Source: an optimization exercise on an open RTL-to-GDS flow (aim: small area, a short achievable clock period and few clock cycles per item). Production flows keep margins and buffers that such runs may drop.
Function was not checked in any run shown here: the RTL went through the layout flow alone.
Power figures rest on the tool's default switching activity, not on a simulated workload.

## flow/design.v (module list and top-level ports; edited modules follow where they fit)
// module ep_div_stage: 18 lines
// module ep_fa: 10 lines
// module ep_filter_stream: 1958 lines
module ep_filter_stream #(
  parameter int unsigned PIX_W = 8,
  parameter int unsigned WIN   = 3,
  parameter int unsigned WGT_W = 4
) (
  input  logic                     clk,
  input  logic                     rst_n,
  input  logic                     in_valid,
  output logic                     in_ready,
  input  logic [WIN*WIN*PIX_W-1:0] in_win,
  input  logic                     in_sof,
  input  logic                     in_eol,
  input  logic [3:0]               thr_shift,
  input  logic                     bypass,
  output logic                     out_valid,
  input  logic                     out_ready,
  output logic [PIX_W-1:0]         out_pix,
  output logic                     out_sof,
  output logic                     out_eol
);
  // ...
==> flow/run.sh <==
#!/bin/bash
# synth_recipe.tcl (not shown) runs the flow's synth.tcl, then flattens the netlist and writes it again
# the make line also repeats each setting of config.mk as NAME=value (left out here)
make -C /OpenROAD-flow-scripts/flow DESIGN_CONFIG=/design/flow/config.mk WORK_HOME=/design/flow/orfs CLKGATE_MAP_FILE= SYNTH_SCRIPT=/design/flow/synth_recipe.tcl finish
==> flow/config.mk <==
export PLATFORM = sky130hd
export DESIGN_NAME = ep_filter_stream
export DESIGN_NICKNAME = ep_filter_stream
export VERILOG_FILES = /design/flow/design.v
export SDC_FILE = /design/flow/constraint.sdc
export NUM_CORES = 4
export LEC_CHECK = 0
export ABC_AREA = 1
export CAP_MARGIN = 20
export CORE_MARGIN = 2
export CORE_UTILIZATION = 40
export CTS_BUF_LIST = sky130_fd_sc_hd__clkbuf_8
export CTS_CLUSTER_DIAMETER = 50
export CTS_CLUSTER_SIZE = 16
export SETUP_SLACK_MARGIN = 2.3
export SLEW_MARGIN = 20
export SYNTH_HIERARCHICAL = 1
==> flow/constraint.sdc <==
create_clock -name core_clock -period 5.0 [get_ports {clk}]
set_input_delay 1.0000 -clock core_clock [delete_from_list [all_inputs] [get_ports {clk}]]
set_output_delay 1.0000 -clock core_clock [all_outputs]
set_load 0.01 [all_outputs]
==> results.toml, run 1 <==
[timing]
period_share_pct = 60.1
rsz0062_at_grt = "yes"
relSlewSlack_pct = 30.8
max_freq_ghz = 0.333

[hold_path]
whs_path_depth = 0
hp-start = "nq_s5[1]"
min_to = "nq_s6[3]"

[critical_path]
critPathMostFrequentCell = "fa_2"
crit_end = "ra_s3[6]"
critPathLaunch = "tL3_s2[82]"
cp_top_family = "adder cells"

[finish]
seq_share_pct = 31.6
diodes = 3
n_all_buffers = 186
final-clk-cell-share_pct = 3.84
drive_above_1_share_pct = 16.2
inverters = 568

[outcome]
outcome = "no timing/DRC/antenna violations"

[floorplan]
taps = 1080
initial_core_util_pct = 40.2

[synth]
synth.most_common_cell = "nand2_1"
syn_area_sq_um = 33500

[grt]
use_met2_pct = 36.6

[cts]
clock_sinks = 572
cts_resized = 233

[pwr]
vdd_ir_drop_max_mv = 0.505
power.share.switching_pct = 42.3
powerComb_mw = 13.2

[placement]
dp_slack_ns = 0.595

[route]
antenna_left = 0
drt-initial-drc-count = 1570
==> run 2, diff against run 1 <==
--- a/flow/design.v
+++ b/flow/design.v
@@ -288,52 +288,54 @@
   logic sg8_235;
   logic sp8_236;
   logic sg8_237;
   logic sp8_238;
   logic sg8_239;
   logic sp8_240;
   logic sg8_241;
   logic sp8_242;
+  logic [3:0] thr_s1;
+  logic byp_s1;
+  logic vld_s1;
+  logic sof_s1;
+  logic eol_s1;
+  logic [7:0] p0_s1;
+  logic [7:0] p1_s1;
+  logic [7:0] p2_s1;
+  logic [7:0] p3_s1;
+  logic [7:0] p4_s1;
+  logic [7:0] p5_s1;
+  logic [7:0] p6_s1;
+  logic [7:0] p7_s1;
+  logic [7:0] p8_s1;
+  logic [7:0] a0_s1;
+  logic [7:0] a1_s1;
+  logic [7:0] a2_s1;
+  logic [7:0] a3_s1;
+  logic [7:0] a5_s1;
+  logic [7:0] a6_s1;
+  logic [7:0] a7_s1;
+  logic [7:0] a8_s1;
   logic [7:0] dsh0_243;
   logic [3:0] w0_c243;
   logic [7:0] dsh1_245;
   logic [3:0] w1_c245;
   logic [7:0] dsh2_247;
   logic [3:0] w2_c247;
   logic [7:0] dsh3_249;
   logic [3:0] w3_c249;
   logic [7:0] dsh5_251;
   logic [3:0] w5_c251;
   logic [7:0] dsh6_253;
   logic [3:0] w6_c253;
   logic [7:0] dsh7_255;
   logic [3:0] w7_c255;
   logic [7:0] dsh8_257;
   logic [3:0] w8_c257;
-  logic vld_s1;
-  logic sof_s1;
-  logic eol_s1;
-  logic [7:0] p0_s1;
-  logic [7:0] p1_s1;
-  logic [7:0] p2_s1;
-  logic [7:0] p3_s1;
-  logic [7:0] p4_s1;
-  logic [7:0] p5_s1;
-  logic [7:0] p6_s1;
-  logic [7:0] p7_s1;
-  logic [7:0] p8_s1;
-  logic [3:0] w0_s1;
-  logic [3:0] w1_s1;
-  logic [3:0] w2_s1;
-  logic [3:0] w3_s1;
-  logic [3:0] w5_s1;
-  logic [3:0] w6_s1;
-  logic [3:0] w7_s1;
-  logic [3:0] w8_s1;
   logic ts_259;
   logic tc_260;
   logic ts_261;
   logic tc_262;
   logic ts_263;
   logic tc_264;
   logic ts_265;
   logic tc_266;
@@ -1418,177 +1420,179 @@
   assign pg8_218[5] = sp8_236;
   assign gg8_217[6] = sg8_237;
   assign pg8_218[6] = sp8_238;
   assign gg8_217[7] = sg8_239;
   assign pg8_218[7] = sp8_240;
   assign gg8_217[8] = sg8_241;
   assign pg8_218[8] = sp8_242;
   assign dif8_214 = gg8_217[8] ? (pp8_216 ^ (gg8_217[7:0] | pg8_218[7:0])) : ~(pp8_216 ^ gg8_217[7:0]);
-  assign dsh0_243 = dif0_11 >> thr_shift;
-  assign w0_c243 = (bypass || dsh0_243[7:4] != 4'd0) ? 4'd0 : ~dsh0_243[3:0];
-  assign dsh1_245 = dif1_40 >> thr_shift;
-  assign w1_c245 = (bypass || dsh1_245[7:4] != 4'd0) ? 4'd0 : ~dsh1_245[3:0];
-  assign dsh2_247 = dif2_69 >> thr_shift;
-  assign w2_c247 = (bypass || dsh2_247[7:4] != 4'd0) ? 4'd0 : ~dsh2_247[3:0];
-  assign dsh3_249 = dif3_98 >> thr_shift;
-  assign w3_c249 = (bypass || dsh3_249[7:4] != 4'd0) ? 4'd0 : ~dsh3_249[3:0];
-  assign dsh5_251 = dif5_127 >> thr_shift;
-  assign w5_c251 = (bypass || dsh5_251[7:4] != 4'd0) ? 4'd0 : ~dsh5_251[3:0];
-  assign dsh6_253 = dif6_156 >> thr_shift;
-  assign w6_c253 = (bypass || dsh6_253[7:4] != 4'd0) ? 4'd0 : ~dsh6_253[3:0];
-  assign dsh7_255 = dif7_185 >> thr_shift;
-  assign w7_c255 = (bypass || dsh7_255[7:4] != 4'd0) ? 4'd0 : ~dsh7_255[3:0];
-  assign dsh8_257 = dif8_214 >> thr_shift;
-  assign w8_c257 = (bypass || dsh8_257[7:4] != 4'd0) ? 4'd0 : ~dsh8_257[3:0];
   always_ff @(posedge clk or negedge rst_n) begin
     if (!rst_n) begin
       vld_s1 <= '0;
     end else begin
       vld_s1 <= vld_c0;
     end
   end
   always_ff @(posedge clk) begin
+      thr_s1 <= thr_shift;
+      byp_s1 <= bypass;
       sof_s1 <= in_sof;
       eol_s1 <= in_eol;
       p0_s1 <= p0_c1;
       p1_s1 <= p1_c2;
       p2_s1 <= p2_c3;
       p3_s1 <= p3_c4;
       p4_s1 <= p4_c5;
       p5_s1 <= p5_c6;
       p6_s1 <= p6_c7;
       p7_s1 <= p7_c8;
       p8_s1 <= p8_c9;
-      w0_s1 <= w0_c243;
-      w1_s1 <= w1_c245;
-      w2_s1 <= w2_c247;
-      w3_s1 <= w3_c249;
-      w5_s1 <= w5_c251;
-      w6_s1 <= w6_c253;
-      w7_s1 <= w7_c255;
-      w8_s1 <= w8_c257;
+      a0_s1 <= dif0_11;
+      a1_s1 <= dif1_40;
+      a2_s1 <= dif2_69;
+      a3_s1 <= dif3_98;
+      a5_s1 <= dif5_127;
+      a6_s1 <= dif6_156;
+      a7_s1 <= dif7_185;
+      a8_s1 <= dif8_214;
   end
-  ep_fa u_ts_259 (.a((w0_s1[0] & p0_s1[2])), .b((w0_s1[1] & p0_s1[1])), .c((w0_s1[2] & p0_s1[0])), .s(ts_259), .co(tc_260));
-  ep_fa u_ts_261 (.a(w0_s1[3]), .b((w1_s1[0] & p1_s1[2])), .c((w1_s1[1] & p1_s1[1])), .s(ts_261), .co(tc_262));
-  assign ts_263 = (w1_s1[2] & p1_s1[0]) ^ w1_s1[3];
-  assign tc_264 = (w1_s1[2] & p1_s1[0]) & w1_s1[3];
-  ep_fa u_ts_265 (.a((w0_s1[0] & p0_s1[3])), .b((w0_s1[1] & p0_s1[2])), .c((w0_s1[2] & p0_s1[1])), .s(ts_265), .co(tc_266));
-  ep_fa u_ts_267 (.a((w0_s1[3] & p0_s1[0])), .b((w1_s1[0] & p1_s1[3])), .c((w1_s1[1] & p1_s1[2])), .s(ts_267), .co(tc_268));
-  ep_fa u_ts_269 (.a((w1_s1[2] & p1_s1[1])), .b((w1_s1[3] & p1_s1[0])), .c((w2_s1[0] & p2_s1[3])), .s(ts_269), .co(tc_270));
-  ep_fa u_ts_271 (.a((w2_s1[1] & p2_s1[2])), .b((w2_s1[2] & p2_s1[1])), .c((w2_s1[3] & p2_s1[0])), .s(ts_271), .co(tc_272));
-  assign ts_273 = (w3_s1[0] & p3_s1[3]) ^ (w3_s1[1] & p3_s1[2]);
-  assign tc_274 = (w3_s1[0] & p3_s1[3]) & (w3_s1[1] & p3_s1[2]);
-  ep_fa u_ts_275 (.a((w0_s1[0] & p0_s1[4])), .b((w0_s1[1] & p0_s1[3])), .c((w0_s1[2] & p0_s1[2])), .s(ts_275), .co(tc_276));
-  ep_fa u_ts_277 (.a((w0_s1[3] & p0_s1[1])), .b((w1_s1[0] & p1_s1[4])), .c((w1_s1[1] & p1_s1[3])), .s(ts_277), .co(tc_278));
-  ep_fa u_ts_279 (.a((w1_s1[2] & p1_s1[2])), .b((w1_s1[3] & p1_s1[1])), .c((w2_s1[0] & p2_s1[4])), .s(ts_279), .co(tc_280));
-  ep_fa u_ts_281 (.a((w2_s1[1] & p2_s1[3])), .b((w2_s1[2] & p2_s1[2])), .c((w2_s1[3] & p2_s1[1])), .s(ts_281), .co(tc_282));
-  ep_fa u_ts_283 (.a((w3_s1[0] & p3_s1[4])), .b((w3_s1[1] & p3_s1[3])), .c((w3_s1[2] & p3_s1[2])), .s(ts_283), .co(tc_284));
-  assign ts_285 = (w3_s1[3] & p3_s1[1]) ^ (w5_s1[0] & p5_s1[4]);
-  assign tc_286 = (w3_s1[3] & p3_s1[1]) & (w5_s1[0] & p5_s1[4]);
-  ep_fa u_ts_287 (.a((w0_s1[0] & p0_s1[5])), .b((w0_s1[1] & p0_s1[4])), .c((w0_s1[2] & p0_s1[3])), .s(ts_287), .co(tc_288));
-  ep_fa u_ts_289 (.a((w0_s1[3] & p0_s1[2])), .b((w1_s1[0] & p1_s1[5])), .c((w1_s1[1] & p1_s1[4])), .s(ts_289), .co(tc_290));
-  ep_fa u_ts_291 (.a((w1_s1[2] & p1_s1[3])), .b((w1_s1[3] & p1_s1[2])), .c((w2_s1[0] & p2_s1[5])), .s(ts_291), .co(tc_292));
-  ep_fa u_ts_293 (.a((w2_s1[1] & p2_s1[4])), .b((w2_s1[2] & p2_s1[3])), .c((w2_s1[3] & p2_s1[2])), .s(ts_293), .co(tc_294));
-  ep_fa u_ts_295 (.a((w3_s1[0] & p3_s1[5])), .b((w3_s1[1] & p3_s1[4])), .c((w3_s1[2] & p3_s1[3])), .s(ts_295), .co(tc_296));
-  ep_fa u_ts_297 (.a((w3_s1[3] & p3_s1[2])), .b((w5_s1[0] & p5_s1[5])), .c((w5_s1[1] & p5_s1[4])), .s(ts_297), .co(tc_298));
-  ep_fa u_ts_299 (.a((w0_s1[0] & p0_s1[6])), .b((w0_s1[1] & p0_s1[5])), .c((w0_s1[2] & p0_s1[4])), .s(ts_299), .co(tc_300));
-  ep_fa u_ts_301 (.a((w0_s1[3] & p0_s1[3])), .b((w1_s1[0] & p1_s1[6])), .c((w1_s1[1] & p1_s1[5])), .s(ts_301), .co(tc_302));
-  ep_fa u_ts_303 (.a((w1_s1[2] & p1_s1[4])), .b((w1_s1[3] & p1_s1[3])), .c((w2_s1[0] & p2_s1[6])), .s(ts_303), .co(tc_304));
-  ep_fa u_ts_305 (.a((w2_s1[1] & p2_s1[5])), .b((w2_s1[2] & p2_s1[4])), .c((w2_s1[3] & p2_s1[3])), .s(ts_305), .co(tc_306));
-  ep_fa u_ts_307 (.a((w3_s1[0] & p3_s1[6])), .b((w3_s1[1] & p3_s1[5])), .c((w3_s1[2] & p3_s1[4])), .s(ts_307), .co(tc_308));
-  ep_fa u_ts_309 (.a((w3_s1[3] & p3_s1[3])), .b((w5_s1[0] & p5_s1[6])), .c((w5_s1[1] & p5_s1[5])), .s(ts_309), .co(tc_310));
-  ep_fa u_ts_311 (.a((w0_s1[0] & p0_s1[7])), .b((w0_s1[1] & p0_s1[6])), .c((w0_s1[2] & p0_s1[5])), .s(ts_311), .co(tc_312));
-  ep_fa u_ts_313 (.a((w0_s1[3] & p0_s1[4])), .b((w1_s1[0] & p1_s1[7])), .c((w1_s1[1] & p1_s1[6])), .s(ts_313), .co(tc_314));
-  ep_fa u_ts_315 (.a((w1_s1[2] & p1_s1[5])), .b((w1_s1[3] & p1_s1[4])), .c((w2_s1[0] & p2_s1[7])), .s(ts_315), .co(tc_316));
-  ep_fa u_ts_317 (.a((w2_s1[1] & p2_s1[6])), .b((w2_s1[2] & p2_s1[5])), .c((w2_s1[3] & p2_s1[4])), .s(ts_317), .co(tc_318));
-  ep_fa u_ts_319 (.a((w3_s1[0] & p3_s1[7])), .b((w3_s1[1] & p3_s1[6])), .c((w3_s1[2] & p3_s1[5])), .s(ts_319), .co(tc_320));
-  ep_fa u_ts_321 (.a((w3_s1[3] & p3_s1[4])), .b((w5_s1[0] & p5_s1[7])), .c((w5_s1[1] & p5_s1[6])), .s(ts_321), .co(tc_322));
-  ep_fa u_ts_323 (.a((w0_s1[1] & p0_s1[7])), .b((w0_s1[2] & p0_s1[6])), .c((w0_s1[3] & p0_s1[5])), .s(ts_323), .co(tc_324));
-  ep_fa u_ts_325 (.a((w1_s1[1] & p1_s1[7])), .b((w1_s1[2] & p1_s1[6])), .c((w1_s1[3] & p1_s1[5])), .s(ts_325), .co(tc_326));
-  ep_fa u_ts_327 (.a((w0_s1[0] & p0_s1[1])), .b((w0_s1[1] & p0_s1[0])), .c(w0_s1[2]), .s(ts_327), .co(tc_328));
-  ep_fa u_ts_329 (.a((w1_s1[0] & p1_s1[1])), .b((w1_s1[1] & p1_s1[0])), .c(w1_s1[2]), .s(ts_329), .co(tc_330));
-  ep_fa u_ts_331 (.a((w2_s1[0] & p2_s1[1])), .b((w2_s1[1] & p2_s1[0])), .c(w2_s1[2]), .s(ts_331), .co(tc_332));
+  assign dsh0_243 = a0_s1 >> thr_s1;
+  assign w0_c243 = (byp_s1 || dsh0_243[7:4] != 4'd0) ? 4'd0 : ~dsh0_243[3:0];
+  assign dsh1_245 = a1_s1 >> thr_s1;
+  assign w1_c245 = (byp_s1 || dsh1_245[7:4] != 4'd0) ? 4'd0 : ~dsh1_245[3:0];
+  assign dsh2_247 = a2_s1 >> thr_s1;
+  assign w2_c247 = (byp_s1 || dsh2_247[7:4] != 4'd0) ? 4'd0 : ~dsh2_247[3:0];
+  assign dsh3_249 = a3_s1 >> thr_s1;
+  assign w3_c249 = (byp_s1 || dsh3_249[7:4] != 4'd0) ? 4'd0 : ~dsh3_249[3:0];
+  assign dsh5_251 = a5_s1 >> thr_s1;
+  assign w5_c251 = (byp_s1 || dsh5_251[7:4] != 4'd0) ? 4'd0 : ~dsh5_251[3:0];
+  assign dsh6_253 = a6_s1 >> thr_s1;
+  assign w6_c253 = (byp_s1 || dsh6_253[7:4] != 4'd0) ? 4'd0 : ~dsh6_253[3:0];
+  assign dsh7_255 = a7_s1 >> thr_s1;
+  assign w7_c255 = (byp_s1 || dsh7_255[7:4] != 4'd0) ? 4'd0 : ~dsh7_255[3:0];
+  assign dsh8_257 = a8_s1 >> thr_s1;
+  assign w8_c257 = (byp_s1 || dsh8_257[7:4] != 4'd0) ? 4'd0 : ~dsh8_257[3:0];
+  ep_fa u_ts_259 (.a((w0_c243[0] & p0_s1[2])), .b((w0_c243[1] & p0_s1[1])), .c((w0_c243[2] & p0_s1[0])), .s(ts_259), .co(tc_260));
+  ep_fa u_ts_261 (.a(w0_c243[3]), .b((w1_c245[0] & p1_s1[2])), .c((w1_c245[1] & p1_s1[1])), .s(ts_261), .co(tc_262));
+  assign ts_263 = (w1_c245[2] & p1_s1[0]) ^ w1_c245[3];
+  assign tc_264 = (w1_c245[2] & p1_s1[0]) & w1_c245[3];
+  ep_fa u_ts_265 (.a((w0_c243[0] & p0_s1[3])), .b((w0_c243[1] & p0_s1[2])), .c((w0_c243[2] & p0_s1[1])), .s(ts_265), .co(tc_266));
+  ep_fa u_ts_267 (.a((w0_c243[3] & p0_s1[0])), .b((w1_c245[0] & p1_s1[3])), .c((w1_c245[1] & p1_s1[2])), .s(ts_267), .co(tc_268));
+  ep_fa u_ts_269 (.a((w1_c245[2] & p1_s1[1])), .b((w1_c245[3] & p1_s1[0])), .c((w2_c247[0] & p2_s1[3])), .s(ts_269), .co(tc_270));
+  ep_fa u_ts_271 (.a((w2_c247[1] & p2_s1[2])), .b((w2_c247[2] & p2_s1[1])), .c((w2_c247[3] & p2_s1[0])), .s(ts_271), .co(tc_272));
+  assign ts_273 = (w3_c249[0] & p3_s1[3]) ^ (w3_c249[1] & p3_s1[2]);
+  assign tc_274 = (w3_c249[0] & p3_s1[3]) & (w3_c249[1] & p3_s1[2]);
+  ep_fa u_ts_275 (.a((w0_c243[0] & p0_s1[4])), .b((w0_c243[1] & p0_s1[3])), .c((w0_c243[2] & p0_s1[2])), .s(ts_275), .co(tc_276));
+  ep_fa u_ts_277 (.a((w0_c243[3] & p0_s1[1])), .b((w1_c245[0] & p1_s1[4])), .c((w1_c245[1] & p1_s1[3])), .s(ts_277), .co(tc_278));
+  ep_fa u_ts_279 (.a((w1_c245[2] & p1_s1[2])), .b((w1_c245[3] & p1_s1[1])), .c((w2_c247[0] & p2_s1[4])), .s(ts_279), .co(tc_280));
+  ep_fa u_ts_281 (.a((w2_c247[1] & p2_s1[3])), .b((w2_c247[2] & p2_s1[2])), .c((w2_c247[3] & p2_s1[1])), .s(ts_281), .co(tc_282));
+  ep_fa u_ts_283 (.a((w3_c249[0] & p3_s1[4])), .b((w3_c249[1] & p3_s1[3])), .c((w3_c249[2] & p3_s1[2])), .s(ts_283), .co(tc_284));
+  assign ts_285 = (w3_c249[3] & p3_s1[1]) ^ (w5_c251[0] & p5_s1[4]);
+  assign tc_286 = (w3_c249[3] & p3_s1[1]) & (w5_c251[0] & p5_s1[4]);
+  ep_fa u_ts_287 (.a((w0_c243[0] & p0_s1[5])), .b((w0_c243[1] & p0_s1[4])), .c((w0_c243[2] & p0_s1[3])), .s(ts_287), .co(tc_288));
+  ep_fa u_ts_289 (.a((w0_c243[3] & p0_s1[2])), .b((w1_c245[0] & p1_s1[5])), .c((w1_c245[1] & p1_s1[4])), .s(ts_289), .co(tc_290));
+  ep_fa u_ts_291 (.a((w1_c245[2] & p1_s1[3])), .b((w1_c245[3] & p1_s1[2])), .c((w2_c247[0] & p2_s1[5])), .s(ts_291), .co(tc_292));
+  ep_fa u_ts_293 (.a((w2_c247[1] & p2_s1[4])), .b((w2_c247[2] & p2_s1[3])), .c((w2_c247[3] & p2_s1[2])), .s(ts_293), .co(tc_294));
+  ep_fa u_ts_295 (.a((w3_c249[0] & p3_s1[5])), .b((w3_c249[1] & p3_s1[4])), .c((w3_c249[2] & p3_s1[3])), .s(ts_295), .co(tc_296));
+  ep_fa u_ts_297 (.a((w3_c249[3] & p3_s1[2])), .b((w5_c251[0] & p5_s1[5])), .c((w5_c251[1] & p5_s1[4])), .s(ts_297), .co(tc_298));
+  ep_fa u_ts_299 (.a((w0_c243[0] & p0_s1[6])), .b((w0_c243[1] & p0_s1[5])), .c((w0_c243[2] & p0_s1[4])), .s(ts_299), .co(tc_300));
+  ep_fa u_ts_301 (.a((w0_c243[3] & p0_s1[3])), .b((w1_c245[0] & p1_s1[6])), .c((w1_c245[1] & p1_s1[5])), .s(ts_301), .co(tc_302));
+  ep_fa u_ts_303 (.a((w1_c245[2] & p1_s1[4])), .b((w1_c245[3] & p1_s1[3])), .c((w2_c247[0] & p2_s1[6])), .s(ts_303), .co(tc_304));
+  ep_fa u_ts_305 (.a((w2_c247[1] & p2_s1[5])), .b((w2_c247[2] & p2_s1[4])), .c((w2_c247[3] & p2_s1[3])), .s(ts_305), .co(tc_306));
+  ep_fa u_ts_307 (.a((w3_c249[0] & p3_s1[6])), .b((w3_c249[1] & p3_s1[5])), .c((w3_c249[2] & p3_s1[4])), .s(ts_307), .co(tc_308));
+  ep_fa u_ts_309 (.a((w3_c249[3] & p3_s1[3])), .b((w5_c251[0] & p5_s1[6])), .c((w5_c251[1] & p5_s1[5])), .s(ts_309), .co(tc_310));
+  ep_fa u_ts_311 (.a((w0_c243[0] & p0_s1[7])), .b((w0_c243[1] & p0_s1[6])), .c((w0_c243[2] & p0_s1[5])), .s(ts_311), .co(tc_312));
+  ep_fa u_ts_313 (.a((w0_c243[3] & p0_s1[4])), .b((w1_c245[0] & p1_s1[7])), .c((w1_c245[1] & p1_s1[6])), .s(ts_313), .co(tc_314));
+  ep_fa u_ts_315 (.a((w1_c245[2] & p1_s1[5])), .b((w1_c245[3] & p1_s1[4])), .c((w2_c247[0] & p2_s1[7])), .s(ts_315), .co(tc_316));
+  ep_fa u_ts_317 (.a((w2_c247[1] & p2_s1[6])), .b((w2_c247[2] & p2_s1[5])), .c((w2_c247[3] & p2_s1[4])), .s(ts_317), .co(tc_318));
+  ep_fa u_ts_319 (.a((w3_c249[0] & p3_s1[7])), .b((w3_c249[1] & p3_s1[6])), .c((w3_c249[2] & p3_s1[5])), .s(ts_319), .co(tc_320));
+  ep_fa u_ts_321 (.a((w3_c249[3] & p3_s1[4])), .b((w5_c251[0] & p5_s1[7])), .c((w5_c251[1] & p5_s1[6])), .s(ts_321), .co(tc_322));
+  ep_fa u_ts_323 (.a((w0_c243[1] & p0_s1[7])), .b((w0_c243[2] & p0_s1[6])), .c((w0_c243[3] & p0_s1[5])), .s(ts_323), .co(tc_324));
+  ep_fa u_ts_325 (.a((w1_c245[1] & p1_s1[7])), .b((w1_c245[2] & p1_s1[6])), .c((w1_c245[3] & p1_s1[5])), .s(ts_325), .co(tc_326));
+  ep_fa u_ts_327 (.a((w0_c243[0] & p0_s1[1])), .b((w0_c243[1] & p0_s1[0])), .c(w0_c243[2]), .s(ts_327), .co(tc_328));
+  ep_fa u_ts_329 (.a((w1_c245[0] & p1_s1[1])), .b((w1_c245[1] & p1_s1[0])), .c(w1_c245[2]), .s(ts_329), .co(tc_330));
+  ep_fa u_ts_331 (.a((w2_c247[0] & p2_s1[1])), .b((w2_c247[1] & p2_s1[0])), .c(w2_c247[2]), .s(ts_331), .co(tc_332));
   ep_fa u_ts_333 (.a(ts_259), .b(ts_261), .c(ts_263), .s(ts_333), .co(tc_334));
-  ep_fa u_ts_335 (.a((w2_s1[0] & p2_s1[2])), .b((w2_s1[1] & p2_s1[1])), .c((w2_s1[2] & p2_s1[0])), .s(ts_335), .co(tc_336));
-  ep_fa u_ts_337 (.a(w2_s1[3]), .b((w3_s1[0] & p3_s1[2])), .c((w3_s1[1] & p3_s1[1])), .s(ts_337), .co(tc_338));
-  ep_fa u_ts_339 (.a((w3_s1[2] & p3_s1[0])), .b(w3_s1[3]), .c((w5_s1[0] & p5_s1[2])), .s(ts_339), .co(tc_340));
-  ep_fa u_ts_341 (.a((w5_s1[1] & p5_s1[1])), .b((w5_s1[2] & p5_s1[0])), .c(w5_s1[3]), .s(ts_341), .co(tc_342));
-  ep_fa u_ts_343 (.a((w6_s1[0] & p6_s1[2])), .b((w6_s1[1] & p6_s1[1])), .c((w6_s1[2] & p6_s1[0])), .s(ts_343), .co(tc_344));
+  ep_fa u_ts_335 (.a((w2_c247[0] & p2_s1[2])), .b((w2_c247[1] & p2_s1[1])), .c((w2_c247[2] & p2_s1[0])), .s(ts_335), .co(tc_336));
+  ep_fa u_ts_337 (.a(w2_c247[3]), .b((w3_c249[0] & p3_s1[2])), .c((w3_c249[1] & p3_s1[1])), .s(ts_337), .co(tc_338));
+  ep_fa u_ts_339 (.a((w3_c249[2] & p3_s1[0])), .b(w3_c249[3]), .c((w5_c251[0] & p5_s1[2])), .s(ts_339), .co(tc_340));
+  ep_fa u_ts_341 (.a((w5_c251[1] & p5_s1[1])), .b((w5_c251[2] & p5_s1[0])), .c(w5_c251[3]), .s(ts_341), .co(tc_342));
+  ep_fa u_ts_343 (.a((w6_c253[0] & p6_s1[2])), .b((w6_c253[1] & p6_s1[1])), .c((w6_c253[2] & p6_s1[0])), .s(ts_343), .co(tc_344));
   ep_fa u_ts_345 (.a(ts_265), .b(ts_267), .c(ts_269), .s(ts_345), .co(tc_346));
-  ep_fa u_ts_347 (.a(ts_271), .b(ts_273), .c((w3_s1[2] & p3_s1[1])), .s(ts_347), .co(tc_348));
-  ep_fa u_ts_349 (.a((w3_s1[3] & p3_s1[0])), .b((w5_s1[0] & p5_s1[3])), .c((w5_s1[1] & p5_s1[2])), .s(ts_349), .co(tc_350));
-  ep_fa u_ts_351 (.a((w5_s1[2] & p5_s1[1])), .b((w5_s1[3] & p5_s1[0])), .c((w6_s1[0] & p6_s1[3])), .s(ts_351), .co(tc_352));
-  ep_fa u_ts_353 (.a((w6_s1[1] & p6_s1[2])), .b((w6_s1[2] & p6_s1[1])), .c((w6_s1[3] & p6_s1[0])), .s(ts_353), .co(tc_354));
-  ep_fa u_ts_355 (.a((w7_s1[0] & p7_s1[3])), .b((w7_s1[1] & p7_s1[2])), .c((w7_s1[2] & p7_s1[1])), .s(ts_355), .co(tc_356));
-  ep_fa u_ts_357 (.a((w7_s1[3] & p7_s1[0])), .b((w8_s1[0] & p8_s1[3])), .c((w8_s1[1] & p8_s1[2])), .s(ts_357), .co(tc_358));
-  assign ts_359 = (w8_s1[2] & p8_s1[1]) ^ (w8_s1[3] & p8_s1[0]);
-  assign tc_360 = (w8_s1[2] & p8_s1[1]) & (w8_s1[3] & p8_s1[0]);
+  ep_fa u_ts_347 (.a(ts_271), .b(ts_273), .c((w3_c249[2] & p3_s1[1])), .s(ts_347), .co(tc_348));
+  ep_fa u_ts_349 (.a((w3_c249[3] & p3_s1[0])), .b((w5_c251[0] & p5_s1[3])), .c((w5_c251[1] & p5_s1[2])), .s(ts_349), .co(tc_350));
+  ep_fa u_ts_351 (.a((w5_c251[2] & p5_s1[1])), .b((w5_c251[3] & p5_s1[0])), .c((w6_c253[0] & p6_s1[3])), .s(ts_351), .co(tc_352));
+  ep_fa u_ts_353 (.a((w6_c253[1] & p6_s1[2])), .b((w6_c253[2] & p6_s1[1])), .c((w6_c253[3] & p6_s1[0])), .s(ts_353), .co(tc_354));
+  ep_fa u_ts_355 (.a((w7_c255[0] & p7_s1[3])), .b((w7_c255[1] & p7_s1[2])), .c((w7_c255[2] & p7_s1[1])), .s(ts_355), .co(tc_356));
+  ep_fa u_ts_357 (.a((w7_c255[3] & p7_s1[0])), .b((w8_c257[0] & p8_s1[3])), .c((w8_c257[1] & p8_s1[2])), .s(ts_357), .co(tc_358));
+  assign ts_359 = (w8_c257[2] & p8_s1[1]) ^ (w8_c257[3] & p8_s1[0]);
+  assign tc_360 = (w8_c257[2] & p8_s1[1]) & (w8_c257[3] & p8_s1[0]);
   ep_fa u_ts_361 (.a(ts_275), .b(ts_277), .c(ts_279), .s(ts_361), .co(tc_362));
   ep_fa u_ts_363 (.a(ts_281), .b(ts_283), .c(ts_285), .s(ts_363), .co(tc_364));
-  ep_fa u_ts_365 (.a((w5_s1[1] & p5_s1[3])), .b((w5_s1[2] & p5_s1[2])), .c((w5_s1[3] & p5_s1[1])), .s(ts_365), .co(tc_366));
-  ep_fa u_ts_367 (.a((w6_s1[0] & p6_s1[4])), .b((w6_s1[1] & p6_s1[3])), .c((w6_s1[2] & p6_s1[2])), .s(ts_367), .co(tc_368));
-  ep_fa u_ts_369 (.a((w6_s1[3] & p6_s1[1])), .b((w7_s1[0] & p7_s1[4])), .c((w7_s1[1] & p7_s1[3])), .s(ts_369), .co(tc_370));
-  ep_fa u_ts_371 (.a((w7_s1[2] & p7_s1[2])), .b((w7_s1[3] & p7_s1[1])), .c((w8_s1[0] & p8_s1[4])), .s(ts_371), .co(tc_372));
-  ep_fa u_ts_373 (.a((w8_s1[1] & p8_s1[3])), .b((w8_s1[2] & p8_s1[2])), .c((w8_s1[3] & p8_s1[1])), .s(ts_373), .co(tc_374));
+  ep_fa u_ts_365 (.a((w5_c251[1] & p5_s1[3])), .b((w5_c251[2] & p5_s1[2])), .c((w5_c251[3] & p5_s1[1])), .s(ts_365), .co(tc_366));
+  ep_fa u_ts_367 (.a((w6_c253[0] & p6_s1[4])), .b((w6_c253[1] & p6_s1[3])), .c((w6_c253[2] & p6_s1[2])), .s(ts_367), .co(tc_368));
+  ep_fa u_ts_369 (.a((w6_c253[3] & p6_s1[1])), .b((w7_c255[0] & p7_s1[4])), .c((w7_c255[1] & p7_s1[3])), .s(ts_369), .co(tc_370));
+  ep_fa u_ts_371 (.a((w7_c255[2] & p7_s1[2])), .b((w7_c255[3] & p7_s1[1])), .c((w8_c257[0] & p8_s1[4])), .s(ts_371), .co(tc_372));
+  ep_fa u_ts_373 (.a((w8_c257[1] & p8_s1[3])), .b((w8_c257[2] & p8_s1[2])), .c((w8_c257[3] & p8_s1[1])), .s(ts_373), .co(tc_374));
   ep_fa u_ts_375 (.a(p4_s1[0]), .b(~p4_s1[4]), .c(tc_266), .s(ts_375), .co(tc_376));
   assign ts_377 = tc_268 ^ tc_270;
   assign tc_378 = tc_268 & tc_270;
   ep_fa u_ts_379 (.a(ts_287), .b(ts_289), .c(ts_291), .s(ts_379), .co(tc_380));
   ep_fa u_ts_381 (.a(ts_293), .b(ts_295), .c(ts_297), .s(ts_381), .co(tc_382));
-  ep_fa u_ts_383 (.a((w5_s1[2] & p5_s1[3])), .b((w5_s1[3] & p5_s1[2])), .c((w6_s1[0] & p6_s1[5])), .s(ts_383), .co(tc_384));
-  ep_fa u_ts_385 (.a((w6_s1[1] & p6_s1[4])), .b((w6_s1[2] & p6_s1[3])), .c((w6_s1[3] & p6_s1[2])), .s(ts_385), .co(tc_386));
-  ep_fa u_ts_387 (.a((w7_s1[0] & p7_s1[5])), .b((w7_s1[1] & p7_s1[4])), .c((w7_s1[2] & p7_s1[3])), .s(ts_387), .co(tc_388));
-  ep_fa u_ts_389 (.a((w7_s1[3] & p7_s1[2])), .b((w8_s1[0] & p8_s1[5])), .c((w8_s1[1] & p8_s1[4])), .s(ts_389), .co(tc_390));
-  ep_fa u_ts_391 (.a((w8_s1[2] & p8_s1[3])), .b((w8_s1[3] & p8_s1[2])), .c(p4_s1[1]), .s(ts_391), .co(tc_392));
+  ep_fa u_ts_383 (.a((w5_c251[2] & p5_s1[3])), .b((w5_c251[3] & p5_s1[2])), .c((w6_c253[0] & p6_s1[5])), .s(ts_383), .co(tc_384));
+  ep_fa u_ts_385 (.a((w6_c253[1] & p6_s1[4])), .b((w6_c253[2] & p6_s1[3])), .c((w6_c253[3] & p6_s1[2])), .s(ts_385), .co(tc_386));
+  ep_fa u_ts_387 (.a((w7_c255[0] & p7_s1[5])), .b((w7_c255[1] & p7_s1[4])), .c((w7_c255[2] & p7_s1[3])), .s(ts_387), .co(tc_388));
+  ep_fa u_ts_389 (.a((w7_c255[3] & p7_s1[2])), .b((w8_c257[0] & p8_s1[5])), .c((w8_c257[1] & p8_s1[4])), .s(ts_389), .co(tc_390));
+  ep_fa u_ts_391 (.a((w8_c257[2] & p8_s1[3])), .b((w8_c257[3] & p8_s1[2])), .c(p4_s1[1]), .s(ts_391), .co(tc_392));
   ep_fa u_ts_393 (.a(~p4_s1[5]), .b(tc_276), .c(tc_278), .s(ts_393), .co(tc_394));
   ep_fa u_ts_395 (.a(tc_280), .b(tc_282), .c(tc_284), .s(ts_395), .co(tc_396));
   ep_fa u_ts_397 (.a(ts_299), .b(ts_301), .c(ts_303), .s(ts_397), .co(tc_398));
   ep_fa u_ts_399 (.a(ts_305), .b(ts_307), .c(ts_309), .s(ts_399), .co(tc_400));
-  ep_fa u_ts_401 (.a((w5_s1[2] & p5_s1[4])), .b((w5_s1[3] & p5_s1[3])), .c((w6_s1[0] & p6_s1[6])), .s(ts_401), .co(tc_402));
-  ep_fa u_ts_403 (.a((w6_s1[1] & p6_s1[5])), .b((w6_s1[2] & p6_s1[4])), .c((w6_s1[3] & p6_s1[3])), .s(ts_403), .co(tc_404));
-  ep_fa u_ts_405 (.a((w7_s1[0] & p7_s1[6])), .b((w7_s1[1] & p7_s1[5])), .c((w7_s1[2] & p7_s1[4])), .s(ts_405), .co(tc_406));
-  ep_fa u_ts_407 (.a((w7_s1[3] & p7_s1[3])), .b((w8_s1[0] & p8_s1[6])), .c((w8_s1[1] & p8_s1[5])), .s(ts_407), .co(tc_408));
-  ep_fa u_ts_409 (.a((w8_s1[2] & p8_s1[4])), .b((w8_s1[3] & p8_s1[3])), .c(p4_s1[2]), .s(ts_409), .co(tc_410));
+  ep_fa u_ts_401 (.a((w5_c251[2] & p5_s1[4])), .b((w5_c251[3] & p5_s1[3])), .c((w6_c253[0] & p6_s1[6])), .s(ts_401), .co(tc_402));
+  ep_fa u_ts_403 (.a((w6_c253[1] & p6_s1[5])), .b((w6_c253[2] & p6_s1[4])), .c((w6_c253[3] & p6_s1[3])), .s(ts_403), .co(tc_404));
+  ep_fa u_ts_405 (.a((w7_c255[0] & p7_s1[6])), .b((w7_c255[1] & p7_s1[5])), .c((w7_c255[2] & p7_s1[4])), .s(ts_405), .co(tc_406));
+  ep_fa u_ts_407 (.a((w7_c255[3] & p7_s1[3])), .b((w8_c257[0] & p8_s1[6])), .c((w8_c257[1] & p8_s1[5])), .s(ts_407), .co(tc_408));
+  ep_fa u_ts_409 (.a((w8_c257[2] & p8_s1[4])), .b((w8_c257[3] & p8_s1[3])), .c(p4_s1[2]), .s(ts_409), .co(tc_410));
   ep_fa u_ts_411 (.a(~p4_s1[6]), .b(tc_288), .c(tc_290), .s(ts_411), .co(tc_412));
   ep_fa u_ts_413 (.a(tc_292), .b(tc_294), .c(tc_296), .s(ts_413), .co(tc_414));
   ep_fa u_ts_415 (.a(ts_311), .b(ts_313), .c(ts_315), .s(ts_415), .co(tc_416));
   ep_fa u_ts_417 (.a(ts_317), .b(ts_319), .c(ts_321), .s(ts_417), .co(tc_418));
-  ep_fa u_ts_419 (.a((w5_s1[2] & p5_s1[5])), .b((w5_s1[3] & p5_s1[4])), .c((w6_s1[0] & p6_s1[7])), .s(ts_419), .co(tc_420));
-  ep_fa u_ts_421 (.a((w6_s1[1] & p6_s1[6])), .b((w6_s1[2] & p6_s1[5])), .c((w6_s1[3] & p6_s1[4])), .s(ts_421), .co(tc_422));
-  ep_fa u_ts_423 (.a((w7_s1[0] & p7_s1[7])), .b((w7_s1[1] & p7_s1[6])), .c((w7_s1[2] & p7_s1[5])), .s(ts_423), .co(tc_424));
-  ep_fa u_ts_425 (.a((w7_s1[3] & p7_s1[4])), .b((w8_s1[0] & p8_s1[7])), .c((w8_s1[1] & p8_s1[6])), .s(ts_425), .co(tc_426));
-  ep_fa u_ts_427 (.a((w8_s1[2] & p8_s1[5])), .b((w8_s1[3] & p8_s1[4])), .c(p4_s1[3]), .s(ts_427), .co(tc_428));
+  ep_fa u_ts_419 (.a((w5_c251[2] & p5_s1[5])), .b((w5_c251[3] & p5_s1[4])), .c((w6_c253[0] & p6_s1[7])), .s(ts_419), .co(tc_420));
+  ep_fa u_ts_421 (.a((w6_c253[1] & p6_s1[6])), .b((w6_c253[2] & p6_s1[5])), .c((w6_c253[3] & p6_s1[4])), .s(ts_421), .co(tc_422));
+  ep_fa u_ts_423 (.a((w7_c255[0] & p7_s1[7])), .b((w7_c255[1] & p7_s1[6])), .c((w7_c255[2] & p7_s1[5])), .s(ts_423), .co(tc_424));
+  ep_fa u_ts_425 (.a((w7_c255[3] & p7_s1[4])), .b((w8_c257[0] & p8_s1[7])), .c((w8_c257[1] & p8_s1[6])), .s(ts_425), .co(tc_426));
+  ep_fa u_ts_427 (.a((w8_c257[2] & p8_s1[5])), .b((w8_c257[3] & p8_s1[4])), .c(p4_s1[3]), .s(ts_427), .co(tc_428));
   ep_fa u_ts_429 (.a(~p4_s1[7]), .b(tc_300), .c(tc_302), .s(ts_429), .co(tc_430));
   ep_fa u_ts_431 (.a(tc_304), .b(tc_306), .c(tc_308), .s(ts_431), .co(tc_432));
-  ep_fa u_ts_433 (.a(ts_323), .b(ts_325), .c((w2_s1[1] & p2_s1[7])), .s(ts_433), .co(tc_434));
-  ep_fa u_ts_435 (.a((w2_s1[2] & p2_s1[6])), .b((w2_s1[3] & p2_s1[5])), .c((w3_s1[1] & p3_s1[7])), .s(ts_435), .co(tc_436));
-  ep_fa u_ts_437 (.a((w3_s1[2] & p3_s1[6])), .b((w3_s1[3] & p3_s1[5])), .c((w5_s1[1] & p5_s1[7])), .s(ts_437), .co(tc_438));
-  ep_fa u_ts_439 (.a((w5_s1[2] & p5_s1[6])), .b((w5_s1[3] & p5_s1[5])), .c((w6_s1[1] & p6_s1[7])), .s(ts_439), .co(tc_440));
-  ep_fa u_ts_441 (.a((w6_s1[2] & p6_s1[6])), .b((w6_s1[3] & p6_s1[5])), .c((w7_s1[1] & p7_s1[7])), .s(ts_441), .co(tc_442));
-  ep_fa u_ts_443 (.a((w7_s1[2] & p7_s1[6])), .b((w7_s1[3] & p7_s1[5])), .c((w8_s1[1] & p8_s1[7])), .s(ts_443), .co(tc_444));
-  ep_fa u_ts_445 (.a((w8_s1[2] & p8_s1[6])), .b((w8_s1[3] & p8_s1[5])), .c(p4_s1[4]), .s(ts_445), .co(tc_446));
+  ep_fa u_ts_433 (.a(ts_323), .b(ts_325), .c((w2_c247[1] & p2_s1[7])), .s(ts_433), .co(tc_434));
+  ep_fa u_ts_435 (.a((w2_c247[2] & p2_s1[6])), .b((w2_c247[3] & p2_s1[5])), .c((w3_c249[1] & p3_s1[7])), .s(ts_435), .co(tc_436));
+  ep_fa u_ts_437 (.a((w3_c249[2] & p3_s1[6])), .b((w3_c249[3] & p3_s1[5])), .c((w5_c251[1] & p5_s1[7])), .s(ts_437), .co(tc_438));
+  ep_fa u_ts_439 (.a((w5_c251[2] & p5_s1[6])), .b((w5_c251[3] & p5_s1[5])), .c((w6_c253[1] & p6_s1[7])), .s(ts_439), .co(tc_440));
+  ep_fa u_ts_441 (.a((w6_c253[2] & p6_s1[6])), .b((w6_c253[3] & p6_s1[5])), .c((w7_c255[1] & p7_s1[7])), .s(ts_441), .co(tc_442));
+  ep_fa u_ts_443 (.a((w7_c255[2] & p7_s1[6])), .b((w7_c255[3] & p7_s1[5])), .c((w8_c257[1] & p8_s1[7])), .s(ts_443), .co(tc_444));
+  ep_fa u_ts_445 (.a((w8_c257[2] & p8_s1[6])), .b((w8_c257[3] & p8_s1[5])), .c(p4_s1[4]), .s(ts_445), .co(tc_446));
   ep_fa u_ts_447 (.a(1'b1), .b(tc_312), .c(tc_314), .s(ts_447), .co(tc_448));
   ep_fa u_ts_449 (.a(tc_316), .b(tc_318), .c(tc_320), .s(ts_449), .co(tc_450));
-  ep_fa u_ts_451 (.a((w0_s1[2] & p0_s1[7])), .b((w0_s1[3] & p0_s1[6])), .c((w1_s1[2] & p1_s1[7])), .s(ts_451), .co(tc_452));
-  ep_fa u_ts_453 (.a((w1_s1[3] & p1_s1[6])), .b((w2_s1[2] & p2_s1[7])), .c((w2_s1[3] & p2_s1[6])), .s(ts_453), .co(tc_454));
-  ep_fa u_ts_455 (.a((w3_s1[2] & p3_s1[7])), .b((w3_s1[3] & p3_s1[6])), .c((w5_s1[2] & p5_s1[7])), .s(ts_455), .co(tc_456));
-  ep_fa u_ts_457 (.a((w5_s1[3] & p5_s1[6])), .b((w6_s1[2] & p6_s1[7])), .c((w6_s1[3] & p6_s1[6])), .s(ts_457), .co(tc_458));
-  ep_fa u_ts_459 (.a((w7_s1[2] & p7_s1[7])), .b((w7_s1[3] & p7_s1[6])), .c((w8_s1[2] & p8_s1[7])), .s(ts_459), .co(tc_460));
-  ep_fa u_ts_461 (.a((w0_s1[0] & p0_s1[0])), .b(w0_s1[1]), .c((w1_s1[0] & p1_s1[0])), .s(ts_461), .co(tc_462));
-  ep_fa u_ts_463 (.a(w1_s1[1]), .b((w2_s1[0] & p2_s1[0])), .c(w2_s1[1]), .s(ts_463), .co(tc_464));
+  ep_fa u_ts_451 (.a((w0_c243[2] & p0_s1[7])), .b((w0_c243[3] & p0_s1[6])), .c((w1_c245[2] & p1_s1[7])), .s(ts_451), .co(tc_452));
+  ep_fa u_ts_453 (.a((w1_c245[3] & p1_s1[6])), .b((w2_c247[2] & p2_s1[7])), .c((w2_c247[3] & p2_s1[6])), .s(ts_453), .co(tc_454));
+  ep_fa u_ts_455 (.a((w3_c249[2] & p3_s1[7])), .b((w3_c249[3] & p3_s1[6])), .c((w5_c251[2] & p5_s1[7])), .s(ts_455), .co(tc_456));
+  ep_fa u_ts_457 (.a((w5_c251[3] & p5_s1[6])), .b((w6_c253[2] & p6_s1[7])), .c((w6_c253[3] & p6_s1[6])), .s(ts_457), .co(tc_458));
+  ep_fa u_ts_459 (.a((w7_c255[2] & p7_s1[7])), .b((w7_c255[3] & p7_s1[6])), .c((w8_c257[2] & p8_s1[7])), .s(ts_459), .co(tc_460));
+  ep_fa u_ts_461 (.a((w0_c243[0] & p0_s1[0])), .b(w0_c243[1]), .c((w1_c245[0] & p1_s1[0])), .s(ts_461), .co(tc_462));
+  ep_fa u_ts_463 (.a(w1_c245[1]), .b((w2_c247[0] & p2_s1[0])), .c(w2_c247[1]), .s(ts_463), .co(tc_464));
   ep_fa u_ts_465 (.a(ts_327), .b(ts_329), .c(ts_331), .s(ts_465), .co(tc_466));
-  ep_fa u_ts_467 (.a((w3_s1[0] & p3_s1[1])), .b((w3_s1[1] & p3_s1[0])), .c(w3_s1[2]), .s(ts_467), .co(tc_468));
-  ep_fa u_ts_469 (.a((w5_s1[0] & p5_s1[1])), .b((w5_s1[1] & p5_s1[0])), .c(w5_s1[2]), .s(ts_469), .co(tc_470));
-  ep_fa u_ts_471 (.a((w6_s1[0] & p6_s1[1])), .b((w6_s1[1] & p6_s1[0])), .c(w6_s1[2]), .s(ts_471), .co(tc_472));
+  ep_fa u_ts_467 (.a((w3_c249[0] & p3_s1[1])), .b((w3_c249[1] & p3_s1[0])), .c(w3_c249[2]), .s(ts_467), .co(tc_468));
+  ep_fa u_ts_469 (.a((w5_c251[0] & p5_s1[1])), .b((w5_c251[1] & p5_s1[0])), .c(w5_c251[2]), .s(ts_469), .co(tc_470));
+  ep_fa u_ts_471 (.a((w6_c253[0] & p6_s1[1])), .b((w6_c253[1] & p6_s1[0])), .c(w6_c253[2]), .s(ts_471), .co(tc_472));
   ep_fa u_ts_473 (.a(ts_333), .b(ts_335), .c(ts_337), .s(ts_473), .co(tc_474));
   ep_fa u_ts_475 (.a(ts_339), .b(ts_341), .c(ts_343), .s(ts_475), .co(tc_476));
-  ep_fa u_ts_477 (.a(w6_s1[3]), .b((w7_s1[0] & p7_s1[2])), .c((w7_s1[1] & p7_s1[1])), .s(ts_477), .co(tc_478));
-  ep_fa u_ts_479 (.a((w7_s1[2] & p7_s1[0])), .b(w7_s1[3]), .c((w8_s1[0] & p8_s1[2])), .s(ts_479), .co(tc_480));
-  ep_fa u_ts_481 (.a((w8_s1[1] & p8_s1[1])), .b((w8_s1[2] & p8_s1[0])), .c(w8_s1[3]), .s(ts_481), .co(tc_482));
+  ep_fa u_ts_477 (.a(w6_c253[3]), .b((w7_c255[0] & p7_s1[2])), .c((w7_c255[1] & p7_s1[1])), .s(ts_477), .co(tc_478));
+  ep_fa u_ts_479 (.a((w7_c255[2] & p7_s1[0])), .b(w7_c255[3]), .c((w8_c257[0] & p8_s1[2])), .s(ts_479), .co(tc_480));
+  ep_fa u_ts_481 (.a((w8_c257[1] & p8_s1[1])), .b((w8_c257[2] & p8_s1[0])), .c(w8_c257[3]), .s(ts_481), .co(tc_482));
   ep_fa u_ts_483 (.a(ts_345), .b(ts_347), .c(ts_349), .s(ts_483), .co(tc_484));
   ep_fa u_ts_485 (.a(ts_351), .b(ts_353), .c(ts_355), .s(ts_485), .co(tc_486));
   ep_fa u_ts_487 (.a(ts_357), .b(ts_359), .c(~p4_s1[3]), .s(ts_487), .co(tc_488));
   ep_fa u_ts_489 (.a(1'b1), .b(tc_260), .c(tc_262), .s(ts_489), .co(tc_490));
   ep_fa u_ts_491 (.a(tc_264), .b(tc_334), .c(tc_336), .s(ts_491), .co(tc_492));
   assign ts_493 = tc_338 ^ tc_340;
   assign tc_494 = tc_338 & tc_340;
   ep_fa u_ts_495 (.a(ts_361), .b(ts_363), .c(ts_365), .s(ts_495), .co(tc_496));
@@ -1617,26 +1621,26 @@
   ep_fa u_ts_541 (.a(tc_408), .b(tc_410), .c(tc_412), .s(ts_541), .co(tc_542));
   ep_fa u_ts_543 (.a(ts_433), .b(ts_435), .c(ts_437), .s(ts_543), .co(tc_544));
   ep_fa u_ts_545 (.a(ts_439), .b(ts_441), .c(ts_443), .s(ts_545), .co(tc_546));
   ep_fa u_ts_547 (.a(ts_445), .b(ts_447), .c(ts_449), .s(ts_547), .co(tc_548));
   ep_fa u_ts_549 (.a(tc_322), .b(tc_416), .c(tc_418), .s(ts_549), .co(tc_550));
   ep_fa u_ts_551 (.a(tc_420), .b(tc_422), .c(tc_424), .s(ts_551), .co(tc_552));
   ep_fa u_ts_553 (.a(tc_426), .b(tc_428), .c(tc_430), .s(ts_553), .co(tc_554));
   ep_fa u_ts_555 (.a(ts_451), .b(ts_453), .c(ts_455), .s(ts_555), .co(tc_556));
-  ep_fa u_ts_557 (.a(ts_457), .b(ts_459), .c((w8_s1[3] & p8_s1[6])), .s(ts_557), .co(tc_558));
+  ep_fa u_ts_557 (.a(ts_457), .b(ts_459), .c((w8_c257[3] & p8_s1[6])), .s(ts_557), .co(tc_558));
   ep_fa u_ts_559 (.a(p4_s1[5]), .b(1'b1), .c(tc_324), .s(ts_559), .co(tc_560));
   ep_fa u_ts_561 (.a(tc_326), .b(tc_434), .c(tc_436), .s(ts_561), .co(tc_562));
   ep_fa u_ts_563 (.a(tc_438), .b(tc_440), .c(tc_442), .s(ts_563), .co(tc_564));
   ep_fa u_ts_565 (.a(tc_444), .b(tc_446), .c(tc_448), .s(ts_565), .co(tc_566));
-  ep_fa u_ts_567 (.a((w0_s1[3] & p0_s1[7])), .b((w1_s1[3] & p1_s1[7])), .c((w2_s1[3] & p2_s1[7])), .s(ts_567), .co(tc_568));
-  ep_fa u_ts_569 (.a((w3_s1[3] & p3_s1[7])), .b((w5_s1[3] & p5_s1[7])), .c((w6_s1[3] & p6_s1[7])), .s(ts_569), .co(tc_570));
-  ep_fa u_ts_571 (.a((w7_s1[3] & p7_s1[7])), .b((w8_s1[3] & p8_s1[7])), .c(p4_s1[6]), .s(ts_571), .co(tc_572));
+  ep_fa u_ts_567 (.a((w0_c243[3] & p0_s1[7])), .b((w1_c245[3] & p1_s1[7])), .c((w2_c247[3] & p2_s1[7])), .s(ts_567), .co(tc_568));
+  ep_fa u_ts_569 (.a((w3_c249[3] & p3_s1[7])), .b((w5_c251[3] & p5_s1[7])), .c((w6_c253[3] & p6_s1[7])), .s(ts_569), .co(tc_570));
+  ep_fa u_ts_571 (.a((w7_c255[3] & p7_s1[7])), .b((w8_c257[3] & p8_s1[7])), .c(p4_s1[6]), .s(ts_571), .co(tc_572));
   ep_fa u_ts_573 (.a(1'b1), .b(tc_452), .c(tc_454), .s(ts_573), .co(tc_574));
-  assign tL3_c574 = {1'b1, w8_s1[3], w7_s1[3], w6_s1[3], w5_s1[3], w3_s1[3], w2_s1[3], w1_s1[3], w0_s1[3], 1'b1, w8_s1[2], w7_s1[2], w6_s1[2], w5_s1[2], w3_s1[2], w2_s1[2], w1_s1[2], w0_s1[2], 1'b1, w8_s1[1], w7_s1[1], w6_s1[1], w5_s1[1], w3_s1[1], w2_s1[1], w1_s1[1], w0_s1[1], 1'b1, w8_s1[0], w7_s1[0], w6_s1[0], w5_s1[0], w3_s1[0], w2_s1[0], w1_s1[0], w0_s1[0], 1'b1, 1'b1, 1'b1, 1'b1, tc_574, tc_572, tc_570, tc_568, 1'b1, p4_s1[7], tc_566, tc_564, tc_562, tc_560, tc_558, tc_556, tc_460, tc_458, tc_456, ts_573, ts_571, ts_569, ts_567, tc_554, tc_552, tc_550, tc_548, tc_546, tc_544, tc_450, ts_565, ts_563, ts_561, ts_559, ts_557, ts_555, tc_542, tc_540, tc_538, tc_536, tc_534, tc_532, tc_432, ts_553, ts_551, ts_549, ts_547, ts_545, ts_543, tc_530, tc_528, tc_526, tc_524, tc_522, tc_520, tc_414, ts_541, ts_539, ts_537, ts_535, ts_533, ts_531, tc_518, tc_516, tc_514, tc_512, tc_510, tc_508, tc_396, ts_529, ts_527, ts_525, ts_523, ts_521, ts_519, tc_506, tc_504, tc_502, tc_500, tc_498, tc_496, tc_378, ts_517, ts_515, ts_513, ts_511, ts_509, ts_507, tc_494, tc_492, tc_490, tc_488, tc_486, tc_484, tc_360, ts_505, ts_503, ts_501, ts_499, ts_497, ts_495, tc_482, tc_480, tc_478, tc_476, tc_474, tc_344, tc_342, ts_493, ts_491, ts_489, ts_487, ts_485, ts_483, tc_472, tc_470, tc_468, tc_466, tc_332, tc_330, tc_328, ~p4_s1[2], ts_481, ts_479, ts_477, ts_475, ts_473, tc_464, tc_462, ~p4_s1[1], w8_s1[2], (w8_s1[1] & p8_s1[0]), (w8_s1[0] & p8_s1[1]), w7_s1[2], (w7_s1[1] & p7_s1[0]), (w7_s1[0] & p7_s1[1]), ts_471, ts_469, ts_467, ts_465, ~p4_s1[0], w8_s1[1], (w8_s1[0] & p8_s1[0]), w7_s1[1], (w7_s1[0] & p7_s1[0]), w6_s1[1], (w6_s1[0] & p6_s1[0]), w5_s1[1], (w5_s1[0] & p5_s1[0]), w3_s1[1], (w3_s1[0] & p3_s1[0]), ts_463, ts_461, 1'b1, w8_s1[0], w7_s1[0], w6_s1[0], w5_s1[0], w3_s1[0], w2_s1[0], w1_s1[0], w0_s1[0]};
+  assign tL3_c574 = {1'b1, w8_c257[3], w7_c255[3], w6_c253[3], w5_c251[3], w3_c249[3], w2_c247[3], w1_c245[3], w0_c243[3], 1'b1, w8_c257[2], w7_c255[2], w6_c253[2], w5_c251[2], w3_c249[2], w2_c247[2], w1_c245[2], w0_c243[2], 1'b1, w8_c257[1], w7_c255[1], w6_c253[1], w5_c251[1], w3_c249[1], w2_c247[1], w1_c245[1], w0_c243[1], 1'b1, w8_c257[0], w7_c255[0], w6_c253[0], w5_c251[0], w3_c249[0], w2_c247[0], w1_c245[0], w0_c243[0], 1'b1, 1'b1, 1'b1, 1'b1, tc_574, tc_572, tc_570, tc_568, 1'b1, p4_s1[7], tc_566, tc_564, tc_562, tc_560, tc_558, tc_556, tc_460, tc_458, tc_456, ts_573, ts_571, ts_569, ts_567, tc_554, tc_552, tc_550, tc_548, tc_546, tc_544, tc_450, ts_565, ts_563, ts_561, ts_559, ts_557, ts_555, tc_542, tc_540, tc_538, tc_536, tc_534, tc_532, tc_432, ts_553, ts_551, ts_549, ts_547, ts_545, ts_543, tc_530, tc_528, tc_526, tc_524, tc_522, tc_520, tc_414, ts_541, ts_539, ts_537, ts_535, ts_533, ts_531, tc_518, tc_516, tc_514, tc_512, tc_510, tc_508, tc_396, ts_529, ts_527, ts_525, ts_523, ts_521, ts_519, tc_506, tc_504, tc_502, tc_500, tc_498, tc_496, tc_378, ts_517, ts_515, ts_513, ts_511, ts_509, ts_507, tc_494, tc_492, tc_490, tc_488, tc_486, tc_484, tc_360, ts_505, ts_503, ts_501, ts_499, ts_497, ts_495, tc_482, tc_480, tc_478, tc_476, tc_474, tc_344, tc_342, ts_493, ts_491, ts_489, ts_487, ts_485, ts_483, tc_472, tc_470, tc_468, tc_466, tc_332, tc_330, tc_328, ~p4_s1[2], ts_481, ts_479, ts_477, ts_475, ts_473, tc_464, tc_462, ~p4_s1[1], w8_c257[2], (w8_c257[1] & p8_s1[0]), (w8_c257[0] & p8_s1[1]), w7_c255[2], (w7_c255[1] & p7_s1[0]), (w7_c255[0] & p7_s1[1]), ts_471, ts_469, ts_467, ts_465, ~p4_s1[0], w8_c257[1], (w8_c257[0] & p8_s1[0]), w7_c255[1], (w7_c255[0] & p7_s1[0]), w6_c253[1], (w6_c253[0] & p6_s1[0]), w5_c251[1], (w5_c251[0] & p5_s1[0]), w3_c249[1], (w3_c249[0] & p3_s1[0]), ts_463, ts_461, 1'b1, w8_c257[0], w7_c255[0], w6_c253[0], w5_c251[0], w3_c249[0], w2_c247[0], w1_c245[0], w0_c243[0]};
   always_ff @(posedge clk or negedge rst_n) begin
     if (!rst_n) begin
       vld_s2 <= '0;
     end else begin
       vld_s2 <= vld_s1;
     end
   end
   always_ff @(posedge clk) begin
@@ -1931,61 +1935,51 @@
       rem_s7 <= rem_c936;
       nq_s7 <= nq_c937;
   end
   assign tr_939 = {rem_s7, nq_s7[7:6]};
   assign ta_940 = {1'b0, tr_939} - {3'b0, dv_s7};
   assign tb_941 = {1'b0, tr_939} - {2'b0, dv_s7, 1'b0};
   assign tc_942 = {1'b0, tr_939} - {2'b0, dv3_s7};
   assign nq_c942 = {nq_s7[5:0], ~tb_941[10], (~ta_940[10] & tb_941[10]) | ~tc_942[10]};
-  logic              take;
-  logic [4-1:0]   owed;
-  logic [7-1:0] wr_oh, rd_oh;
-  logic [3-1:0]  held;
-  logic [9:0]        fifo_mem [7];
-  logic [9:0]        fifo_out;
-  logic [9:0]        res;
-  logic              load, from_fifo, to_fifo;
-  logic              oq_valid;
-  logic [9:0]        oq;
-  assign res      = {sof_s7, eol_s7, nq_c942};
-  assign take     = oq_valid & out_ready;
+  logic             take;
+  logic [4-1:0]  owed;
+  logic [8-1:0] wr_oh, rd_oh;
+  logic             fifo_ne;
+  logic [9:0]       fifo_mem [8];
+  logic [9:0]       fifo_out;
+  assign take     = out_valid & out_ready;
   assign in_ready = (owed != 4'd8) | take;
   always_ff @(posedge clk or negedge rst_n) begin
     if (!rst_n) begin
       owed <= '0;
     end else if ((in_valid & in_ready) != take) begin
       owed <= take ? owed - 1'b1 : owed + 1'b1;
     end
   end
-  assign load      = ~oq_valid | out_ready;
-  assign from_fifo = load & (held != '0);
-  assign to_fifo   = vld_s7 & ~(load & (held == '0));
+  logic [4-1:0] held;
   always_ff @(posedge clk or negedge rst_n) begin
     if (!rst_n) begin
-      wr_oh    <= 7'd1;
-      rd_oh    <= 7'd1;
-      held     <= '0;
-      oq_valid <= 1'b0;
+      wr_oh <= 8'd1;
+      rd_oh <= 8'd1;
+      held  <= '0;
     end else begin
-      if (to_fifo) wr_oh <= {wr_oh[7-2:0], wr_oh[7-1]};
-      if (from_fifo) rd_oh <= {rd_oh[7-2:0], rd_oh[7-1]};
-      if (to_fifo != from_fifo) held <= from_fifo ? held - 1'b1 : held + 1'b1;
-      if (load) oq_valid <= (held != '0) | vld_s7;
+      if (vld_s7) wr_oh <= {wr_oh[8-2:0], wr_oh[8-1]};
+      if (take) rd_oh <= {rd_oh[8-2:0], rd_oh[8-1]};
+      if (vld_s7 != take) held <= take ? held - 1'b1 : held + 1'b1;
     end
   end
   always_ff @(posedge clk) begin
-    for (int i = 0; i < 7; i++) begin
-      if (to_fifo && wr_oh[i]) fifo_mem[i] <= res;
+    for (int i = 0; i < 8; i++) begin
+      if (vld_s7 && wr_oh[i]) fifo_mem[i] <= {sof_s7, eol_s7, nq_c942};
     end
-    if (load) oq <= (held != '0) ? fifo_out : res;
   end
   always_comb begin
     fifo_out = '0;
-    for (int i = 0; i < 7; i++) begin
+    for (int i = 0; i < 8; i++) begin
       fifo_out = fifo_out | (fifo_mem[i] & {10{rd_oh[i]}});
     end
   end
-  assign out_valid = oq_valid;
-  assign out_sof   = oq[9];
-  assign out_eol   = oq[8];
-  assign out_pix   = oq[7:0];
+  assign out_valid = (held != '0);
+  assign out_sof   = fifo_out[9];
+  assign out_eol   = fifo_out[8];
+  assign out_pix   = fifo_out[7:0];
 endmodule
==> flow/config.mk (replaced) <==
export PLATFORM = sky130hd
export DESIGN_NAME = ep_filter_stream
export DESIGN_NICKNAME = ep_filter_stream
export VERILOG_FILES = /design/flow/design.v
export SDC_FILE = /design/flow/constraint.sdc
export NUM_CORES = 4
export LEC_CHECK = 0
export CAP_MARGIN = 20
export CORE_MARGIN = 2
export CORE_UTILIZATION = 40
export SETUP_SLACK_MARGIN = 2.0
export SLEW_MARGIN = 20
export SYNTH_HIERARCHICAL = 1
==> results.toml, run 2 <==
[synth]
syn_inst = 2780
avgSynthCellArea_sq_um = 11.7
post-synth-top-area-cell = "dfxtp_1"
synth_edf_count = 80
synth.top_cells.by_area = "dfxtp_1 (31%), fa_1 (21%), ha_1 (8.2%), edfxtp_1 (7.4%), and2_1 (5.2%)"
synth_async_sr_flop_share_pct = 5.07
synthFlopType = "dfxtp_1"
yosysSeqAreaShare_pct = 40.5
ys_top_cells_by_count = "dfxtp_1 (500), fa_1 (341), and2_1 (269), ha_1 (213), inv_1 (141)"
synth.distinct_cells = 70
yosysWarnings = 8
syn_area_sq_um = 32600
yosysTopAreaCellShare_pct = 30.7
synth.most_common_cell = "dfxtp_1"
ys_seq_elements = 611

[cts]
cts_made_buffers = 69
clock_latency_ns = 0.62
path_clk_slew_ns = 0.06
clockBufferDepth = 3
ctsRootBufferMaster = "clkbuf_16"
clock_sinks = 611
cts.htree.levels = 3
cts_tree = "built"

[finish]
post-route-util_pct = 49.2
mostFrequentLayoutCells = "dfxtp_1 (485), fa_1 (236), ha_1 (207), and2_1 (191), inv_1 (136)"
drive_above_1_share_pct = 20.4
syn2layout_area_growth_pct = 21.6
top_regs = "tL3_s2 x173, fifo_mem x80"
layout_commonest_cell = "dfxtp_1"
largest_register_ffs = 173
finalNetCount = 3667
regMostFlops = "tL3_s2"
layout.cells.non_filler = 4146

[route]
drt-wirelength-per-cell_microns = 21.2
vias = 21900
drt-initial-drc-count = 1345
antenna_left = 0
dr.pass1.iters = 6
via_per_inst = 5.29
wirelength_microns = 87800
drc = 0

[timing]
timing.hold.ws_ns = 0.321
layout_setup_ws_ns = 1.65
period_share_pct = 66.9
skew_ns = 0.0169
drv_slew = 0
setup_viol = 0
relSlewSlack_pct = 27.0
max_freq_ghz = 0.299
rsz0062_at_grt = "yes"
final_hold_viol_count = 0
final.setup.tns_ns = 0
period_needed_ns = 3.35
worstMarginPinSlew_ns = 1.09

[floorplan]
core_sq_um = 80500
die_h_microns = 289
pin_count = 95
dieArea_sq_um = 83800
row_count = 104
initial_core_util_pct = 40.5
fp.dieW_microns = 289

[pwr]
p_leak_nw = 17.0
power_density_nw_per_um2 = 662
vdd_ir_drop_max_mv = 0.433

[grt]
first_global_vias = 23100
grt_start_max_net_pins = 37
grt-ovfl-total = 0
grt_use_total_pct = 20.7
antenna_found_initial = 5
grt_pass1_wl_microns = 132000

[critical_path]
path_cells = "buf_12 -> buf_12 -> mux2i_2 -> nand2_1 -> and3_1 -> a21oi_2 -> o21a_4 -> and2_4 -> fa_2 -> fa_2 -> fa_2"
worstSetupEndpointType = "flip-flop"
slowest_stage = "fa_2"
crit_path_start_kind = "flip-flop"
critPathMostFrequentCell = "fa_2"
cp_slowest_stage_delay_ns = 0.60
cp_max_fo = 6
path_class = "flip-flop to flip-flop"
arrival_ns = 3.82
worstPathRequired_ns = 5.48

[outcome]
outcome = "no timing/DRC/antenna violations"

[placement]
dp_hpwl_microns = 65400
gp_congestion = 0.915
placedCellCount = 3901
dp_slack_ns = 0.868
io_buffers = 94

[hold_path]
hp-class = "flip-flop to flip-flop"

[flow_run]
drv_cap = 0
==> run 2: cell count changes after synthesis, sizes merged, moves of 46 or more <==
cell | previous run | this run
mux2i | 5 | 82
nand2 | 862 | 125
nand3 | 216 | 3
a21o | 7 | 53
inv | 567 | 142
and2 | 0 | 269
==> run 2: timing repair <==
item / in CTS / in global routing
hold buffers: 0 / 0
resized for setup: 233 / 174
pin swaps: 99 / 144
cloned: 6 / 3
setup endpoints to repair: 196 / 141
buffers inserted: 75 / 33
==> run 2: cell type report <==
class / instances / area (sq um)
antenna: 1 / 2.50
clock buffer: 87 / 1940
clock inverter: 39 / 419
fill: 6974 / 40900
inverter: 143 / 564
multi-input combinational: 1981 / 19800
sequential: 611 / 13200
tap: 1060 / 1330
timing repair buffer: 224 / 2310
==> run 2: Yosys stat by module (local to each module, per instance) <==
module / cells / flip-flops and latches
ep_filter_stream: 2477 / 611
ep_fa: 1 / 0
==> run 2: stage by stage <==
step           area, sq um  total power, mW
6_report             39600             26.2
3_5_place_dp         34900             20.8
4_1_cts              38700             26.3
2_1_floorplan        32900             17.1
5_1_grt              39600             28.6
3_3_place_gp         34900             20.4
==> run 2: final timing paths <==
kind                       slack, ns  startpoint          end  cells after the start
setup reg to reg                1.65   thr_s1[0]  tL3_s2[100]                     11
max in group asynchronous       3.87       rst_n     wr_oh[0]                      2
min in group asynchronous       0.81       rst_n     rd_oh[2]                      2
setup / recovery                1.65   thr_s1[0]  tL3_s2[100]                     11
hold / removal                  0.32      eol_s4       eol_s5                      0
hold reg to reg                 0.32      eol_s4       eol_s5                      0
==> run 2: power breakdown <==
part / total, mW / internal, mW / switching (mW)
Combinational: 13.6 / 6.45 / 7.17
Sequential: 7.44 / 6.53 / 0.915
Clock: 5.16 / 3.04 / 2.12
Total: 26.2 / 16.0 / 10.2
==> run 2: metal layers <==
layer	wire length (microns)	vias to the layer above	GRT usage, %
met3	4930	202	3.60
met2	42700	698	35.2
met5	13	-	0
met4	3860	2	8.41
li1	-	10000	-
met1	36300	11000	26.2
==> run 2: logic make-up (layout without fill, tap and decap cells) <==
kind of cell / Yosys count / after routing / synth area share [%]
xor+xnor: 102 / 102 / 2.74
flops: 611 / 611 / 40.5
simple gates: 647 / 647 / 10.6
compound gates: 550 / 553 / 10.8
mux: 118 / 118 / 3.80
fa+ha+maj: 554 / 554 / 29.1
other cells: 1 / 8 / 0.0115
buf+inv: 197 / 493 / 2.37
==> run 2: critical path, delay by kind of cell, from the launching register on <==
family	cells	cell delay, ns
compound gates	2	0.32
fa+ha+maj	3	1.45
buf+inv	2	0.29
flops	1	0.42
mux	1	0.27
simple gates	3	0.43
